What follows belongs to an exercise in optimizing a design on an open flow for small area; a production flow would make more cautious choices.
Only simulation tests tie the RTL to the original design; equivalence was not proved.
Power figures rest on the tool's default switching activity, not on a simulated workload.

Setup of run A:
Design game_core, start of the top module:
module game_core (
    input  wire                   CLK_Scan,
    input  wire                   rst_n,
    input  wire                   start,
    input  wire [3:0]             btn,
    output wire [21:0]            jet_pos,
    output wire [21:0]            enemy_pos,
    output wire [7:0]             jet_life,
    output wire [7:0]             enemy_life,
    output wire                   over,
    output wire                   result
);
    logic [9:0] jt, jl, el;
    logic [7:0] et;
    logic       mv_dn, mv_up;
    logic [7:0] et_nx;
    logic [2:0] enemy_hits;     
    logic [3:0] jet_hits;
    logic [4:0] jlife;
    assign jet_pos   = {1'b0, jt, 1'b0, jl};
    assign enemy_pos = {3'b000, et, 1'b0, el};
    assign jet_life  = {3'b000, jlife};
    jet_motion u_jet (
        .CLK_Scan (CLK_Scan),
        .rst_n    (rst_n),
        .start    (start),
        .btn      (btn),
        .jt       (jt),
        .jl       (jl)
    );
    enemy_motion u_enemy (
        .CLK_Scan (CLK_Scan),
        .rst_n    (rst_n),
  ...
For scale: about 2,300 cells after synthesis, roughly 0.020 mm^2 of cells after synthesis.
==> flow/config.mk <==
export PLATFORM = sky130hd
export DESIGN_NAME = game_core
export DESIGN_NICKNAME = game_core
export VERILOG_FILES = /design/flow/design.v
export SDC_FILE = /design/flow/constraint.sdc
export NUM_CORES = 4
export LEC_CHECK = 0
export ABC_AREA = 1
export CAP_MARGIN = 0
export CORE_MARGIN = 2
export CORE_UTILIZATION = 70
export SLEW_MARGIN = 0
==> flow/constraint.sdc <==
create_clock -name core_clock -period 7.5 [get_ports {CLK_Scan}]
set_input_delay 1.5000 -clock core_clock [delete_from_list [all_inputs] [get_ports {CLK_Scan}]]
set_output_delay 1.5000 -clock core_clock [all_outputs]
set_load 0.01 [all_outputs]
standard.sh (not shown) runs the stock make flow with config.mk's settings and CLKGATE_MAP_FILE= SYNTH_SCRIPT=/design/flow/synth_recipe.tcl, a recipe that flattens the netlist after the stock synthesis.
==> flow/flow/run.sh <==
#!/bin/bash
# Own layout flow: the standard flow (standard.sh) with these changes:
# - synthesis: the standard script (synth_recipe.tcl: same passes, flattening, renaming and
#   registers), except that Yosys does not lock adders into full/half-adder cells before
#   ABC (ADDER_MAP_FILE empty) and ABC maps with flow/abc_area.script;
# - port buffers are the smallest buffer, buf_1 (every port is still buffered);
# - clock tree: larger sink clusters and no dummy loads.
# Every other step is standard.sh unchanged. Each make run logs to its own file here;
# ORFS's step logs are under orfs/logs.
set -euo pipefail
W=$(pwd)
rm -rf "$W/scripts_abc"
cp -r "$FLOW_HOME/scripts" "$W/scripts_abc"
cp "$W/flow/abc_area.script" "$W/scripts_abc/abc_area.script"
bash standard.sh SCRIPTS_DIR="$W/scripts_abc" ADDER_MAP_FILE= synth > "$W/make_synth.log" 2>&1
bash standard.sh \
  "BUFFER_PORTS_ARGS=-buffer_cell sky130_fd_sc_hd__buf_1" \
  "CTS_ARGS=-sink_clustering_enable -repair_clock_nets -sink_clustering_size 28 -sink_clustering_max_diameter 80 -dont_use_dummy_load" \
  > "$W/make_layout.log" 2>&1
==> flow/flow/abc_area.script <==
strash
&get -n
&fraig -x
&put
scorr
dc2
strash
&get -n
&dch -f
&nf {D}
&put
buffer -c
topo
stime -c
dnsize -c
For run B, these inputs were changed with respect to run A:
-- flow/flow/run.sh --
<<< run A, line 6
# - port buffers are the smallest buffer, buf_1 (every port is still buffered);
# - clock tree: larger sink clusters and no dummy loads.
# Every other step is standard.sh unchanged. Each make run logs to its own file here;
# ORFS's step logs are under orfs/logs.
>>> run B, line 6
# - port buffers are the smallest buffer, buf_1;
# - clock tree: larger sink clusters and no dummy loads;

# Each make run logs to its own file here; ORFS's step logs are under orfs/logs.
-- flow/flow/abc_area.script --
<<< run A, line 12
buffer -c
topo
stime -c
dnsize -c
>>> run B, line 12
Notes after the runs:
- The final period demand of the worst path of run B falls short of that of run A by 0.13 ns.
- Going from run A to run B, die area fell 2.8%; area overhead of the layout relative to synthesis climbed 2.8 points; count of non-CTS buffers in the layout went down.
- Run A -> run B: total power decreased slightly
--- input diff run B..run C ---
-- flow/flow/run.sh --
<<< run B, line 6
# - port buffers are the smallest buffer, buf_1;
# - clock tree: larger sink clusters and no dummy loads;

# Each make run logs to its own file here; ORFS's step logs are under orfs/logs.
>>> run C, line 6
# - port buffers are the smallest buffer, buf_1 (every port is still buffered);
# - clock tree: larger sink clusters and no dummy loads.
# Every other step is standard.sh unchanged. Each make run logs to its own file here;
# ORFS's step logs are under orfs/logs.
-- flow/flow/abc_area.script --
<<< run B, line 12
>>> run C, line 12
&get -n
&dch -f
&nf {D}
&put
buffer -c
topo
stime -c
dnsize -c
### Flow results
- Die area went up by a few percent going from run B to run C.
- Of run B and run C, the run reporting the higher static leakage power was run C.
- Run C reports its most common cell after layout, fill and taps aside as nor2_1 while run B reports dfxtp_1.
- Between run C and run B, it is run C whose proportion of cell area occupied by registers is higher, by 0.39 points.
- Worst endpoint data arrival time for run C is lower than for run B.
- Total power of run C is lower than that of run B.
- Compared with run B, run C shows a slew of the pin with the lowest slew margin that is 0.10 ns higher.
- All-layer global routing usage: run C vs run B down 0.18 points
- Run C against run B: pre-CTS setup slack has increased; area after synthesis shows an increase of 2.7%; number of instances in the synthesized netlist saw an increase.

---

Setup of wip/ember:
Starting RTL as in the previous note.
// game_core
module game_core (
    input  wire                   CLK_Scan,
    input  wire                   rst_n,
    input  wire                   start,
    input  wire [3:0]             btn,
    output wire [21:0]            jet_pos,
    output wire [21:0]            enemy_pos,
    output wire [7:0]             jet_life,
    output wire [7:0]             enemy_life,
    output wire                   over,
    output wire                   result
);
    logic [9:0] jt, jl, el;
    logic [7:0] et;
    logic       mv_dn, mv_up;
    logic [7:0] et_nx;
    logic [2:0] enemy_hits;     
    logic [3:0] jet_hits;
    logic [4:0] jlife;
    assign jet_pos   = {1'b0, jt, 1'b0, jl};
    assign enemy_pos = {3'b000, et, 1'b0, el};
    assign jet_life  = {3'b000, jlife};
    jet_motion u_jet (
        .CLK_Scan (CLK_Scan),
        .rst_n    (rst_n),
        .start    (start),
        .btn      (btn),
        .jt       (jt),
        .jl       (jl)
    );
    enemy_motion u_enemy (
        .CLK_Scan (CLK_Scan),
        .rst_n    (rst_n),
        .start    (start),
        .et       (et),
        .el       (el),
        .mv_dn    (mv_dn),
        .mv_up    (mv_up),
        .et_nx    (et_nx)
    );
    shot_volley u_volley (
        .CLK_Scan   (CLK_Scan),
        .rst_n      (rst_n),
        .start      (start),
        .jt         (jt),
        .jl         (jl),
        .el         (el),
        .et_nx      (et_nx),
        .mv_dn      (mv_dn),
        .mv_up      (mv_up),
        .enemy_hits (enemy_hits)
    );
    enemy_barrage u_barrage (
        .CLK_Scan (CLK_Scan),
        .rst_n    (rst_n),
        .start    (start),
        .et       (et),
        .el       (el),
        .jt       (jt),
        .jl       (jl),
        .jet_hits (jet_hits)
    );
    life_tracker u_life (
        .CLK_Scan   (CLK_Scan),
        .rst_n      (rst_n),
        .start      (start),
        .enemy_hits (enemy_hits),
        .jet_hits   (jet_hits),
        .jet_life   (jlife),
        .enemy_life (enemy_life),
        .over       (over),
        .result     (result)
    );
endmodule
export LEC_CHECK = 0
export ABC_AREA = 1
export CAP_MARGIN = 0
export CORE_MARGIN = 2
export CORE_UTILIZATION = 65
export SLEW_MARGIN = 0
create_clock -name core_clock -period 7.5 [get_ports {CLK_Scan}]
==> flow/flow/run.sh <==
#!/bin/bash
# Own layout flow: the standard flow (standard.sh) with these changes:
# - synthesis: the standard script (synth_recipe.tcl: same passes, flattening, renaming and
#   registers), except that Yosys does not lock adders into full/half-adder cells before
#   ABC (ADDER_MAP_FILE empty) and ABC maps with flow/abc_area.script;
# - port buffers are the smallest buffer, buf_1 (every port is still buffered);
# - clock tree: larger sink clusters and no dummy loads.
# Every other step is standard.sh unchanged. Each make run logs to its own file here;
# ORFS's step logs are under orfs/logs.
set -euo pipefail
W=$(pwd)
rm -rf "$W/scripts_abc"
cp -r "$FLOW_HOME/scripts" "$W/scripts_abc"
cp "$W/flow/abc_area.script" "$W/scripts_abc/abc_area.script"
bash standard.sh SCRIPTS_DIR="$W/scripts_abc" ADDER_MAP_FILE= synth > "$W/make_synth.log" 2>&1
bash standard.sh \
  "BUFFER_PORTS_ARGS=-buffer_cell sky130_fd_sc_hd__buf_1" \
  "CTS_ARGS=-sink_clustering_enable -repair_clock_nets -sink_clustering_size 28 -sink_clustering_max_diameter 80 -dont_use_dummy_load" \
  > "$W/make_layout.log" 2>&1
==> flow/flow/abc_area.script <==
strash
&get -n
&fraig -x
&put
scorr
dc2
strash
&get -n
&dch -f
&nf {D}
&put
&get -n
&dch -f
&nf {D}
&put
&get -n
&dch -f
&nf {D}
&put
buffer -c
topo
stime -c
dnsize -c
Setup changes, wip/ember to wip/cedar
diff --git a/flow/flow/run.sh b/flow/flow/run.sh
--- a/flow/flow/run.sh
+++ b/flow/flow/run.sh
@@ -18 +18 @@
-  "CTS_ARGS=-sink_clustering_enable -repair_clock_nets -sink_clustering_size 28 -sink_clustering_max_diameter 80 -dont_use_dummy_load" \
+  "CTS_ARGS=-sink_clustering_enable -repair_clock_nets -sink_clustering_size 34 -sink_clustering_max_diameter 90 -dont_use_dummy_load" \
==> flow/flow/abc_area.script <==
strash
&get -n
&fraig -x
&put
scorr
dc2
strash
&get -n
&dch -f
&nf {D}
&put
buffer -c
topo
stime -c
dnsize -c
[summary]
Cmp wip/cedar vs wip/ember: synthesized-area fraction occupied by and/or/nand/nor cells lower in wip/cedar. Diff wip/ember -> wip/cedar | layout multi-input combinational cell count | down slightly. Against wip/ember, wip/cedar comes in about 13% higher on total power after layout. Per the comparison of wip/cedar with wip/ember, worst setup slack saw a decrease, average vias per placed instance saw a decrease, final-layout non-clock buffer area share saw an increase, part of the power in combinational logic saw an increase. Compared with wip/ember, wip/cedar shows a worst hold slack that is 9.9 ps higher. Changes observed in wip/cedar relative to wip/ember: overall fraction of global-route tracks in use has decreased, multiplexer share of the synthesized area has increased. wip/cedar reports a lower cell count than wip/ember does.
--- input diff wip/cedar..wip/harbor ---
diff --git a/flow/flow/run.sh b/flow/flow/run.sh
--- a/flow/flow/run.sh
+++ b/flow/flow/run.sh
@@ -18 +18 @@
-  "CTS_ARGS=-sink_clustering_enable -repair_clock_nets -sink_clustering_size 34 -sink_clustering_max_diameter 90 -dont_use_dummy_load" \
+  "CTS_ARGS=-sink_clustering_enable -repair_clock_nets -sink_clustering_size 28 -sink_clustering_max_diameter 80 -dont_use_dummy_load" \
==> flow/flow/abc_area.script <==
strash
&get -n
&fraig -x
&put
scorr
dc2
strash
&get -n
&dch
&nf {D}
&put
&get -n
&dch
&nf {D}
&put
&get -n
&dch
&nf {D}
&put
buffer -c
topo
stime -c
dnsize -c
==> results.txt <==
- wip/harbor against wip/cedar: power decreased by 510 µW relative to the old numbers; setup slack grew by 310 ps; simple logic cell fraction of the synthesized area up 0.61 points; synthesis-to-finish area growth barely changed.
- wip/harbor against wip/cedar: number of levels in the clock H-tree essentially unchanged; wire length per cell after detailed routing increased 0.43 µm.
- In wip/harbor, summed area of non-filler cells in the final layout is lower than in wip/cedar.
- Going from wip/cedar to wip/harbor, the worst stage delay on the critical path was found to have gone up by 290 ps.
- [compare] base=wip/cedar new=wip/harbor: share of the clock period used by the worst path after layout now smaller, final weighted congestion in routability-driven placement lower, global-route usage shows an increase of 1.2 points.
#### Input delta (wip/delta over wip/harbor)
==> flow/flow/abc_area.script <==
strash
&get -n
&fraig -x
&put
scorr
dc2
strash
&get -n
&dch -f
&nf {D}
&put
&get -n
&dch -f
&nf {D}
&put
buffer -c
topo
stime -c
dnsize -c
Findings:
- For register area, wip/delta and wip/harbor come out practically identical.
- Against wip/harbor, violation count after the first detailed-route iteration in wip/delta fell by a few percent.
- The critical path depth number comes out lower for wip/harbor vs wip/delta.
Setup changes, wip/delta to wip/amber
# wip/delta
export LEC_CHECK = 0
export ABC_AREA = 1
export CAP_MARGIN = 0
export CORE_MARGIN = 2
export CORE_UTILIZATION = 65
export SLEW_MARGIN = 0
create_clock -name core_clock -period 7.5 [get_ports {CLK_Scan}]
# wip/amber
export LEC_CHECK = 0
export ABC_AREA = 1
export CAP_MARGIN = 0
export CORE_MARGIN = 2
export CORE_UTILIZATION = 75
export SLEW_MARGIN = 0
create_clock -name core_clock -period 7.5 [get_ports {CLK_Scan}]
==> flow/flow/abc_area.script <==
strash
&get -n
&fraig -x
&put
scorr
dc2
strash
&get -n
&dch -f
&nf {D}
&put
buffer -c
topo
stime -c
dnsize -c
--- outcome ---
- Across wip/amber and wip/delta, the outcome is the same: a clean finish for every run.
- In wip/amber, area share of fa/ha/maj cells after synthesis is higher than in wip/delta.
- Compared with wip/delta, wip/amber shows number of instances in the synthesized netlist lower by 1.1%.
- Summary of wip/amber over wip/delta: pre-CTS worst setup slack now sits lower, number of antenna repair diodes now sits at about the same level, power share of the clock group now sits lower, clock-pin transition on the worst setup and hold timing paths now sits at about the same level, critical path depth now sits higher.
- Between wip/amber and wip/delta, hold slack is lower for wip/delta, wip/amber comes in above that.
- Total power of wip/amber is higher than that of wip/delta.

re-timing with driven ports:
How much do the figures lean on ideal ports? The routed layouts below were timed once more, with nothing changed but the port constraints. Step 1 assumes that a clkbuf_16 drives the clock port and a buf_2 every other input. Step 2 times the ports against the registers' clock, not the clock port: input delays grow and output delays shrink by t, the midpoint of the rising clock arrivals with the driver on. Slacks: no drivers / after step 1 / after step 2; pairs: no drivers / after step 1.
run | t, ns | setup slack, ns | hold slack, ns | worst register clock-pin slew, ns | pins driven straight from the clock port
run A | 0.559 | 0.203 / 0.203 / 0.203 | 0.437 / 0.437 / 0.437 | 0.11 / 0.11 | 1
run B | 0.553 | 0.337 / 0.337 / 0.337 | 0.442 / 0.442 / 0.442 | 0.11 / 0.11 | 1
run C | 0.544 | 0.468 / 0.468 / 0.468 | 0.393 / 0.393 / 0.393 | 0.11 / 0.11 | 1
wip/ember | 0.558 | 0.648 / 0.648 / 0.648 | 0.454 / 0.454 / 0.454 | 0.11 / 0.11 | 1
wip/cedar | 0.554 | 0.233 / 0.233 / 0.233 | 0.464 / 0.464 / 0.464 | 0.12 / 0.12 | 1
wip/harbor | 0.557 | 0.543 / 0.543 / 0.543 | 0.457 / 0.457 / 0.457 | 0.11 / 0.11 | 1
wip/delta | 0.562 | 0.556 / 0.556 / 0.556 | 0.456 / 0.456 / 0.456 | 0.11 / 0.11 | 1
wip/amber | 0.554 | 0.463 / 0.463 / 0.463 | 0.461 / 0.461 / 0.461 | 0.12 / 0.12 | 1
After both steps every run listed still meets setup and hold.
